Context: an optimization exercise on an open-source flow, tuned for small area, a short achievable clock period and few clock cycles per item. The choices shown serve that exercise and are no tape-out recipe. Function was checked by simulation only, so behaviour that the tests miss may differ from the original. No activity file was given, so power comes from the tool's default toggle rates.

==> flow/design.v, too long to show whole: its modules and the start of the top module <==
// module layer_rom: 26 lines
// module input_buffer: 20 lines
// module mac_lane: 2930 lines
// module mvm_control: 94 lines
// module mvm_layer: 74 lines
module mvm_layer (
   input  logic  clk,
   input  logic  reset,
   input  logic  s_valid,
   output logic  s_ready,
   input  logic signed [16-1:0] data_in,
   output logic  m_valid,
   input  logic  m_ready,
   output logic signed [16-1:0] data_out
);
  // ...
==> flow/flow/run.sh <==
#!/bin/bash
# Layout flow: the standard synthesis, then a polarity pass on the full
# adders of the synthesized netlist (flow/polfix.py: a full adder is
# self-dual, so complementing its inputs complements its outputs; choosing
# each adder's polarity removes most inverters between adders), checked
# against the synthesized netlist on random vectors (flow/neteq.py), then the
# standard flow from floorplan to the final layout.
set -euo pipefail
R=orfs/results/${FLOW_PLATFORM}/mvm_layer/base

bash standard.sh synth > synth.log 2>&1

cp $R/1_2_yosys.v $R/1_2_yosys_std.v
python3 flow/polfix.py $R/1_2_yosys_std.v $R/1_2_yosys_pol.v > polfix.log 2>&1
python3 flow/neteq.py $R/1_2_yosys_std.v $R/1_2_yosys_pol.v 40 > neteq.log 2>&1
cp $R/1_2_yosys_pol.v $R/1_2_yosys.v
rm -f $R/1_synth.odb $R/1_synth.sdc

bash standard.sh > layout.log 2>&1
==> flow/flow/neteq.py <==
#!/usr/bin/env python3
"""Random-vector comparison of two gate netlists with the same registers:
register outputs and primary inputs are driven with random words, register
inputs and primary outputs are compared.  usage: neteq.py A.v B.v [rounds]"""
import re, sys, random

LIB = '/OpenROAD-flow-scripts/flow/platforms/sky130hd/lib/sky130_fd_sc_hd__tt_025C_1v80.lib'
lib = open(LIB).read()
funcs = {}
seq = set()
for m in re.finditer(r'cell \("?(\w+)"?\)\s*\{', lib):
    name = m.group(1)
    start = m.end()
    # find the end of this cell (next 'cell (' )
    nxt = lib.find('\n    cell (', start)
    body = lib[start:nxt if nxt > 0 else len(lib)]
    if re.search(r'\bff\s*\(|\blatch\s*\(', body):
        seq.add(name)
    f = {}
    for pm in re.finditer(r'pin \("?(\w+)"?\)\s*\{(.*?)\n\s{8}\}', body, re.S):
        fm = re.search(r'function\s*:\s*"([^"]*)"', pm.group(2))
        if fm:
            f[pm.group(1)] = fm.group(1)
    funcs[name] = f

W = 64
MASK = (1 << W) - 1


def pyexpr(e):
    e = e.replace('!', ' ~').replace('*', ' & ').replace('+', ' | ')
    # implicit AND by juxtaposition (e.g. "A B") is not used in this library
    return e


def parse(path):
    src = open(path).read()
    cells = []
    for m in re.finditer(r'(sky130_fd_sc_hd__\w+)\s+(\S+)\s*\((.*?)\);', src, re.S):
        typ, name, pins = m.groups()
        pl = {p: n.strip() for p, n in re.findall(r'\.(\w+)\((.*?)\)\s*(?:,|$)', pins.strip(), re.S)}
        cells.append((typ, name, pl))
    assigns = re.findall(r'assign\s+(.*?)\s*=\s*(.*?);', src)
    ins = []
    for hi, lo, nm in re.findall(r'^\s*input\s+(?:\[(\d+):(\d+)\]\s+)?(\S+);', src, re.M):
        ins += [f'{nm}[{i}]' for i in range(int(lo), int(hi) + 1)] if hi else [nm]
    outs = []
    for hi, lo, nm in re.findall(r'^\s*output\s+(?:\[(\d+):(\d+)\]\s+)?(\S+);', src, re.M):
        outs += [f'{nm}[{i}]' for i in range(int(lo), int(hi) + 1)] if hi else [nm]
    return cells, assigns, ins, outs


def norm(n):
    n = n.strip()
    m = re.match(r'^(\\?\S+?)\s*\[(\d+)\]$', n)
    if m and not n.startswith('\\') or (m and ' ' in n):
        return f'{m.group(1).strip()}[{m.group(2)}]'
    return n


def evaluate(net, vals):
    cells, assigns, ins, outs = net
    drv = {}
    for typ, name, pl in cells:
        c = typ.replace('sky130_fd_sc_hd__', '')
        if typ in seq_full:
            continue
        for p, n in pl.items():
            if p in funcs[typ]:
                drv[norm(n)] = (typ, pl, p)
    for l, r in assigns:
        drv[norm(l)] = ('assign', r, None)
    memo = dict(vals)
    sys.setrecursionlimit(100000)

    def get(n):
        n = norm(n)
        if n in memo:
            return memo[n]
        if re.match(r"^1'h?b?0$|^1'b0$|^1'h0$", n):
            return 0
        if re.match(r"^1'h?b?1$|^1'b1$|^1'h1$", n):
            return MASK
        if n not in drv:
            raise KeyError(n)
        typ, pl, p = drv[n]
        if typ == 'assign':
            v = get(pl)
        else:
            f = funcs[typ][p]
            env = {}
            for pin in set(re.findall(r'[A-Za-z_]\w*', f)):
                env[pin] = get(pl[pin])
            v = eval(pyexpr(f), {}, env) & MASK
        memo[n] = v
        return v
    return get


seq_full = set(seq)


def regs(net):
    cells = net[0]
    r = {}
    for typ, name, pl in cells:
        if typ in seq_full:
            r[name] = (typ, pl)
    return r


A = parse(sys.argv[1])
B = parse(sys.argv[2])
rounds = int(sys.argv[3]) if len(sys.argv) > 3 else 20
ra, rb = regs(A), regs(B)
assert set(ra) == set(rb), 'register sets differ'
assert all(ra[k][0] == rb[k][0] for k in ra), 'register types differ'
rng = random.Random(1)
bad = 0
for r in range(rounds):
    vals_a, vals_b = {}, {}
    for i in A[2]:
        v = rng.getrandbits(W)
        vals_a[norm(i)] = v
        vals_b[norm(i)] = v
    for k, (typ, pl) in ra.items():
        v = rng.getrandbits(W)
        for p in ('Q',):
            if p in pl:
                vals_a[norm(pl[p])] = v
        if 'Q_N' in pl:
            vals_a[norm(pl['Q_N'])] = ~v & MASK
        plb = rb[k][1]
        if 'Q' in plb:
            vals_b[norm(plb['Q'])] = v
        if 'Q_N' in plb:
            vals_b[norm(plb['Q_N'])] = ~v & MASK
    ga, gb = evaluate(A, vals_a), evaluate(B, vals_b)
    for k, (typ, pl) in ra.items():
        for p, n in pl.items():
            if p in ('Q', 'Q_N', 'CLK'):
                continue
            if ga(n) != gb(rb[k][1][p]):
                bad += 1
                if bad < 10:
                    print('mismatch', k, p)
    for o in A[3]:
        if ga(o) != gb(o):
            bad += 1
            if bad < 10:
                print('mismatch out', o)
print('rounds', rounds, 'vectors', rounds * W, 'mismatches', bad)
sys.exit(1 if bad else 0)
==> flow/flow/polfix.py <==
#!/usr/bin/env python3
"""Remove inverters around full-adder cells by choosing each full adder's
polarity.  A full adder is self-dual: complementing its three inputs
complements both outputs.  Reads a Yosys-written gate netlist, writes one
with the same registers and the same function.

usage: polfix.py IN.v OUT.v
"""
import re, sys, random
from collections import defaultdict

src = open(sys.argv[1]).read()
m = re.search(r'^module\s.*?;\n', src, re.M | re.S)
head_end = m.end()
endm = src.rindex('endmodule')
body = src[head_end:endm]

# split body into statements
stmts = re.findall(r'\s*(.*?;)\n', body, re.S)
cell_re = re.compile(r'(sky130_fd_sc_hd__\w+)\s+(\S+)\s*\((.*)\)\s*;', re.S)
pin_re = re.compile(r'\.(\w+)\((.*?)\)\s*(?:,|$)', re.S)

OUTS = {'X', 'Y', 'Q', 'Q_N', 'SUM', 'COUT', 'HI', 'LO'}
INV = {'sky130_fd_sc_hd__inv_1'}
FA = {'sky130_fd_sc_hd__fa_1'}
XORS = {'sky130_fd_sc_hd__xor2_1': 0, 'sky130_fd_sc_hd__xnor2_1': 1}

decls, cells, others = [], [], []
for s in stmts:
    s = s.strip()
    c = cell_re.match(s)
    if c:
        typ, name, pins = c.groups()
        pl = [(p, n.strip()) for p, n in pin_re.findall(pins.strip())]
        cells.append([typ, name, pl])
    elif s.startswith(('wire', 'input', 'output', 'reg')):
        decls.append(s)
    else:
        others.append(s)
if others:
    # assigns etc: nets they read are fixed loads
    pass

driver = {}
loads = defaultdict(list)
for ci, (typ, name, pl) in enumerate(cells):
    for p, n in pl:
        if p in OUTS:
            driver[n] = (ci, p)
        else:
            loads[n].append((ci, p))
# nets read by assigns / ports are fixed loads
fixed_nets = set()
for s in others:
    for tok in re.findall(r'\\\S+ |[A-Za-z_][\w$]*(?:\s*\[\d+\])?', s):
        fixed_nets.add(tok.strip())
portdecl = re.findall(r'^\s*output\s+(?:\[(\d+):(\d+)\]\s+)?(\S+);', src[:endm], re.M)
for hi, lo, nm in portdecl:
    if hi:
        for i in range(int(lo), int(hi) + 1):
            fixed_nets.add(f'{nm}[{i}]')
    else:
        fixed_nets.add(nm)


def is_inv(ci):
    return cells[ci][0] in INV


def inv_in(ci):
    return dict(cells[ci][2])['A']


def base(n):
    """(base net, polarity) through chains of inverters"""
    pol = 0
    seen = 0
    while n in driver and is_inv(driver[n][0]):
        n = inv_in(driver[n][0])
        pol ^= 1
        seen += 1
        assert seen < 100
    return n, pol


fa_ids = [ci for ci, c in enumerate(cells) if c[0] in FA or c[0] in XORS]
fa_index = {ci: i for i, ci in enumerate(fa_ids)}

# load requirements: list of (base, pol, fa_or_None)
# every non-inverter load pin
reqs = defaultdict(list)   # base -> list of (pol, fa index or -1)
pin_base = {}
for ci, (typ, name, pl) in enumerate(cells):
    if typ in INV:
        continue
    for p, n in pl:
        if p in OUTS:
            continue
        if n.startswith(("1'", "0'")) or re.match(r"^\d+'", n):
            continue
        b, pol = base(n)
        pin_base[(ci, p)] = (b, pol)
        if typ in XORS:
            reqs[b]   # any polarity will do
            continue
        reqs[b].append((pol, fa_index.get(ci, -1)))
# inverter outputs that reach fixed nets (ports / assigns)
for n in fixed_nets:
    if n in driver:
        b, pol = base(n)
        if pol or b != n:
            reqs[b].append((pol, -2))

# physical polarity of a base net: flip of its driving FA, else 0
def drv_fa(b):
    if b in driver:
        ci = driver[b][0]
        if ci in fa_index:
            return fa_index[ci]
    return -1


frozen = set()
for n in fixed_nets:
    if n in driver and driver[n][0] in fa_index:
        frozen.add(fa_index[driver[n][0]])
bases = list(reqs.keys())
bdrv = {b: drv_fa(b) for b in bases}
flip = [0] * len(fa_ids)


def cost_of(b):
    d = bdrv[b]
    ph = flip[d] if d >= 0 else 0
    need = set()
    for pol, f in reqs[b]:
        r = pol ^ (flip[f] if f >= 0 else 0)
        need.add(r)
    return 1 if (ph ^ 1) in need else 0


# bases touched by each FA
touch = defaultdict(set)
for b in bases:
    if bdrv[b] >= 0:
        touch[bdrv[b]].add(b)
    for pol, f in reqs[b]:
        if f >= 0:
            touch[f].add(b)

total = sum(cost_of(b) for b in bases)
start = total
improved = True
rounds = 0
while improved and rounds < 50:
    improved = False
    rounds += 1
    order = list(range(len(fa_ids)))
    random.Random(rounds).shuffle(order)
    for f in order:
        if f in frozen:
            continue
        before = sum(cost_of(b) for b in touch[f])
        flip[f] ^= 1
        after = sum(cost_of(b) for b in touch[f])
        if after < before:
            total += after - before
            improved = True
        else:
            flip[f] ^= 1
# also try pairs: flip a FA and its neighbours greedily (simple annealing)
rng = random.Random(7)
T = 1.0
for it in range(200000):
    f = rng.randrange(len(fa_ids))
    if f in frozen:
        continue
    before = sum(cost_of(b) for b in touch[f])
    flip[f] ^= 1
    after = sum(cost_of(b) for b in touch[f])
    d = after - before
    if d <= 0 or rng.random() < pow(2.718, -d / T):
        total += d
    else:
        flip[f] ^= 1
    T = max(0.02, T * 0.99997)
# final greedy
improved = True
while improved:
    improved = False
    for f in range(len(fa_ids)):
        if f in frozen:
            continue
        before = sum(cost_of(b) for b in touch[f])
        flip[f] ^= 1
        after = sum(cost_of(b) for b in touch[f])
        if after < before:
            total += after - before
            improved = True
        else:
            flip[f] ^= 1

n_inv_old = sum(1 for c in cells if c[0] in INV)
sys.stderr.write(f'inverters before {n_inv_old}, needed before opt {start}, after {total}, '
                 f'flipped {sum(flip)} of {len(fa_ids)}\n')

# ------------------------------------------------------------- rewrite
inv_names = [c[1] for c in cells if c[0] in INV]
new_inv = {}       # base -> inverted net name
new_cells = []
new_wires = []
cnt = [0]


def phys(b):
    d = bdrv.get(b, drv_fa(b))
    return flip[d] if d >= 0 else 0


def net_for(b, want):
    """net carrying value (b ^ want) where b is the logical base value"""
    if phys(b) == want:
        return b
    if b not in new_inv:
        nm = f'_polinv{cnt[0]}_'
        cnt[0] += 1
        new_inv[b] = nm
        new_wires.append(nm)
        iname = inv_names.pop() if inv_names else f'_polinvc{cnt[0]}_'
        new_cells.append(['sky130_fd_sc_hd__inv_1', iname, [('A', b), ('Y', nm)]])
    return new_inv[b]


out_cells = []
for ci, (typ, name, pl) in enumerate(cells):
    if typ in INV:
        continue
    f = fa_index.get(ci, -1)
    fl = flip[f] if f >= 0 else 0
    npl = []
    if typ in XORS:
        t = XORS[typ] ^ fl
        for p, n in pl:
            if p in OUTS or (ci, p) not in pin_base:
                npl.append((p, n))
                continue
            b, pol = pin_base[(ci, p)]
            t ^= pol ^ phys(b)
            npl.append((p, b))
        typ = 'sky130_fd_sc_hd__xnor2_1' if t else 'sky130_fd_sc_hd__xor2_1'
        npl = [(('Y' if t else 'X') if p in ('X', 'Y') else p, n) for p, n in npl]
        out_cells.append([typ, name, npl])
        continue
    for p, n in pl:
        if p in OUTS or (ci, p) not in pin_base:
            npl.append((p, n))
            continue
        b, pol = pin_base[(ci, p)]
        npl.append((p, net_for(b, pol ^ fl)))
    out_cells.append([typ, name, npl])
# fixed nets driven (originally) by inverters must still carry their value
for n in sorted(fixed_nets):
    if n in driver and is_inv(driver[n][0]):
        b, pol = base(n)
        ph = phys(b)
        # drive n from b (pol^ph == 1 -> inverter, else buffer)
        iname = inv_names.pop() if inv_names else f'_polinvd{cnt[0]}_'
        cnt[0] += 1
        if pol ^ ph:
            new_cells.append(['sky130_fd_sc_hd__inv_1', iname, [('A', b), ('Y', n)]])
        else:
            new_cells.append(['sky130_fd_sc_hd__buf_1', iname, [('A', b), ('X', n)]])
# any FA-output base net with flip whose original name is a fixed net: unsupported
for n in fixed_nets:
    if n in driver and driver[n][0] in fa_index and flip[fa_index[driver[n][0]]] and n in reqs:
        raise SystemExit('flipped FA drives a port net: ' + n)

def esc(n):
    return n + ' ' if n.startswith('\\') and ' ' not in n else n


out = [src[:head_end]]
for d in decls:
    out.append('  ' + d + '\n')
for w in new_wires:
    out.append(f'  wire {w};\n')
for s in others:
    out.append('  ' + s + '\n')
for typ, name, pl in out_cells + new_cells:
    out.append(f'  {typ} {name} (\n')
    out.append(',\n'.join(f'    .{p}({esc(n)})' for p, n in pl))
    out.append('\n  );\n')
out.append('endmodule\n')
open(sys.argv[2], 'w').write(''.join(out))
sys.stderr.write(f'inverters now {sum(1 for c in out_cells + new_cells if c[0] in INV)}\n')
==> flow/standard.sh <==
#!/bin/bash
# synth_recipe.tcl (not shown) runs the flow's synth.tcl, then flattens the netlist and writes it again
# the make line also repeats each setting of config.mk as NAME=value (left out here)
make -C /OpenROAD-flow-scripts/flow DESIGN_CONFIG=/design/flow/config.mk WORK_HOME=/design/flow/orfs CLKGATE_MAP_FILE= SYNTH_SCRIPT=/design/flow/synth_recipe.tcl "${@:-finish}"
==> flow/config.mk <==
export PLATFORM = sky130hd
export DESIGN_NAME = mvm_layer
export DESIGN_NICKNAME = mvm_layer
export VERILOG_FILES = /design/flow/design.v
export SDC_FILE = /design/flow/constraint.sdc
export NUM_CORES = 4
export LEC_CHECK = 0
export CAP_MARGIN = 20
export CORE_MARGIN = 2
export CORE_UTILIZATION = 55
export CTS_CLUSTER_DIAMETER = 80
export CTS_CLUSTER_SIZE = 25
export PLACE_DENSITY = 0.75
export SETUP_SLACK_MARGIN = 4.6
export SLEW_MARGIN = 20
==> flow/constraint.sdc <==
create_clock -name core_clock -period 7.0 [get_ports {clk}]
set_input_delay 1.4000 -clock core_clock [delete_from_list [all_inputs] [get_ports {clk}]]
set_output_delay 1.4000 -clock core_clock [all_outputs]
set_load 0.01 [all_outputs]
==> reports/results.md, run 1 <==
• fa_1 > fa_1 > fa_2 > xor2_2 > xor2_2 > xnor2_1 — list of cells traversed by the critical path
• 9 — Detailed Routing Iterations Pass 1
• met5 — top metal layer carrying routed signals
• 0 — Finish-stage setup viols
• 0 — remaining antenna violation count
• 0.800 mW — Comb power
• 0.0311 — portion of the layout cell area used by clock cells
• 0.0383 mm² — post-route cell area
• xnor2_1, a22oi_1, dfxtp_1, fa_1, edfxtp_1 — commonest non-fill, non-tap cells in the layout
• 703 — Clock Sink Count
• built — TritonCTS clock tree
• 47200 µm — metal2 WL
• 104 — maximum number of pins on one net before global-route repair
• 0.0684 — met3 track demand over resource in global routing
• 4 — antenna diode instance count
• 0.103 — combinational share of power
• 0.0172 mm² — footprint of the flip-flops and latches
• 0.0395 ns — clock skew
• 0 — number of buffers inserted for hold repair after clock tree synthesis
• 12.9 µm² — synthesized area per cell
• 0.314 — overall fraction of global-route tracks in use
• finished clean — result of the run
• 0 — remaining global-route overflow
• 3051 — post-layout net count
• 258 µm — Die H
Testbench counts, summed over its fixed seeds: cycles 5,216, frames 320.
==> run 2: changes to the inputs <==
--- a/flow/config.mk
+++ b/flow/config.mk
@@ -8,8 +8,8 @@
 export CAP_MARGIN = 20
 export CORE_MARGIN = 2
-export CORE_UTILIZATION = 55
+export CORE_UTILIZATION = 50
 export CTS_CLUSTER_DIAMETER = 80
 export CTS_CLUSTER_SIZE = 25
-export PLACE_DENSITY = 0.75
+export PLACE_DENSITY = 0.7
 export SETUP_SLACK_MARGIN = 4.6
 export SLEW_MARGIN = 20
==> run 2 against run 1 <==
  * Clock skew fell by 0.0041 ns
  * Synthesized cell count did not move
  * Flip-flop and latch count did not move
  * Clock power increased by 3%
  * Fmax increased by 2.3%
  * Worst hold slack gained 0.0035 ns
  * Cell area up 0.64%
  * Die area grew 9.8%
  * Sequential power barely moved
==> reports/results.md, run 2 <==
• 108000 µm — Post-Route WL
• 36 — number of buffers inserted by port buffering
• 0.335 ns — Min Hold Slack
• 0.991 — routability cong.
• 0.129 — fraction of final layout cells with drive strength greater than 1
• 205 mW/mm² — power density relative to cell area
• 0.0355 ns — clock skew, -0.00407 ns
• register — kind of launch point of the worst setup path
• 0 — Finish-stage setup viols, unchanged
• u_lane.q6_s6_7_0$_DFF_P_ — hold path start
• 128 — max FFs per register
• 1.07 ns — Worst Max-Slew Pin Slew
• 703 — Clock Sink Count, unchanged
• built — TritonCTS clock tree
• 0.0355 mm² — synthesized cell area
• 0.0731 mm² — floorplan die area
• 38 — Boundary Pins
• xnor2_1 — most common cell after layout, fill and taps aside
• 5.60 ns — data required time at the worst endpoint
• 2749 — Gate Count Post-Synth
• 30.0 µm — post-DR wirelength/cell
• 2 — biggest fanout along the worst timing path
• 0 — Final Max Tran Viols
• 12.9 µm² — synthesized area per cell, unchanged
• 0.61 ns — clock latency reported for the late side of the worst-skew pair
• 113 — maximum number of pins on one net before global-route repair, +8.7%
• dout[1]$_DFF_P_ — start point of the critical path
• output port — type of destination of the critical path
• 155000 µm — global-route wire length before repair
• true — RSZ-0062 raised after global routing
• 0.38 ns — peak per-stage delay on the critical path
• 6.12 — Via-to-Cell Ratio
• 0.0701 mm² — standard cell core area
• 0 — remaining antenna violation count, unchanged
• u_lane.q2_s2_5_4$_DFF_P_ — R2R Path Start
• 38 — number of buffers created by CTS
• 2.49 ns — post-layout min period
• flip-flops — CP delay by family, top
• 2 — maximum level of the CTS H-tree
• 8.59% — area added between synthesis and finish
• 1.09 ns — Critical Path AT
• 0.0364 mm² — standard cell area after detailed placement
• 22600 — via count of the first global-routing pass
• 3507 — total placed cells including tap cells
• 4.51 ns — PnR worst setup slack
• 80600 µm — Final HPWL DP
• 0.0385 mm² — post-route cell area, +0.64%
• 0 ns — Fin Setup TNS
• 0.10 ns — clock transition at the registers of the reported paths
• 402 MHz — timing-limited maximum frequency
• 270 µm — Die H, +4.8%
• 3158 — Post-Synthesis Net Count
• 0 — total count of hold-check failures in the final report
• u_input_buffer.x — Largest Register
• 3.18 ns — post-place setup slack
• 0.286 — Max-slew headroom
• 6 — count of yosys warnings during synthesis
• 5826 — fill cell instance count of the final layout
• u_input_buffer.x x128, u_input_buffer.sh x112, ctl x105 — Largest regs
• 22100 — total number of vias
• 0 — number of buffers inserted for hold repair after clock tree synthesis, unchanged
• 191 µV — worst supply voltage drop on vdd
• 0.0172 mm² — footprint of the flip-flops and latches, about the same
• 1 — antenna violations before repair
• 0 — remaining global-route overflow, unchanged
• 7.88 mW — Design Power
• 3 — maximum number of buffers from clock root to sink
• 3612 — non-filler instance count after layout
• 0.0180 mm² — multi-input combinational cell area
• 0.549 — final standard cell utilization of the core
• clkbuf_16 — root cell of the clock tree
• dfxtp_4 — highest-delay cell along the critical path
• 97 — Site Rows
• 6 — Detailed Routing Iterations Pass 1, -3
• 13.7 nW — LEAKAGE
• 0.356 — final cycle utilization of the critical path
• 0 — max-capacitance violation count
• 0 — number of design rule violations left after detail routing
• 270 µm — Die X-Extent
• finished clean — result of the run
• register to register — path category of the worst min-delay check
• 0.294 — overall fraction of global-route tracks in use, -0.0203
• xnor2_1, a22oi_1, fa_1, dfxtp_1, edfxtp_1 — commonest non-fill, non-tap cells in the layout
• 0.505 — initial cell density of the core
• 1 — total buffers and inverters traversed by the critical path
• buf_6 — list of cells traversed by the critical path
• 2926 — detailed router's first-iteration violation count
• register to output port — worst setup path category
• 3054 — post-layout net count, +0.098%
run 2: path summary, 6_finish.rpt:
kind,slack (ns),cells after the start,end
max,4.51,1,data_out[1]
min,0.34,0,u_lane.q8_q6_s6_7_0$_DFF_P_
max reg2reg,4.52,4,u_lane.q6_s6_5_0$_DFF_P_
min reg2reg,0.34,0,u_lane.q8_q6_s6_7_0$_DFF_P_
run 2: routing by layer:
metal | track usage | part of all wire | vias up | routed length, µm
met4 | 0.162 | 0.065 | 4 | 7030
met2 | 0.463 | 0.46 | 1198 | 49900
met1 | 0.386 | 0.39 | 11300 | 42200
met3 | 0.0550 | 0.086 | 256 | 9280
met5 | 0.00526 | 0.00062 | - | 67
li1 | - | - | 9354 | -
run 2: layout make-up:
type                            instances  area share
Antenna cell                            1   0.0000650
Clock buffer                           53      0.0278
Clock inverter                         13     0.00406
Inverter                               22     0.00244
Multi-Input combinational cell       1794       0.467
Sequential cell                       703       0.447
Tap cell                              940      0.0305
Timing Repair Buffer                   86      0.0208
run 2: what timing repair did:
| action | CTS | global route |
|---|---|---|
| pin swaps | 26 | 17 |
| setup buffers | 20 | 15 |
| setup endpoints to repair | 643 | 144 |
| gates cloned | 3 | 0 |
| gates resized for setup | 230 | 74 |
run 2: where the power goes:
group	total, mW	internal (mW)	leakage, nW	switching, mW
sequential	4.53	4.47	6.15	0.0585
combinational	0.811	0.310	6.90	0.501
clock	2.54	1.14	0.604	1.40

-- what the ideal ports hide --
How much do the figures lean on ideal ports? The routed layouts below were timed once more, with nothing changed but the port constraints.
Step 1, drivers: a clkbuf_16 drives clk and a buf_2 each remaining input, both assumed.
Step 2 adds t to the input delays and takes it off the output delays; t is the mean of the earliest and latest rising clock arrival at the registers after step 1. Input paths then give back, and output paths get back, about the clock's delay inside the block.
Three values: ideal ports, drivers, drivers and shift; two values: the first two.
| run | shift t [ns] | slack for setup (ns) | worst slew at a driven data input, ns |
|---|---|---|---|
| run 1 | 0.655 | 4.455 / 4.455 / 4.004 | 0.05 |
| run 2 | 0.657 | 4.511 / 4.448 / 4.032 | 0.04 |
After both steps setup and hold are still met in every run listed. The setup slack of run 2, which loses most, moves by -0.063 ns with the drivers and by -0.479 ns with both steps.
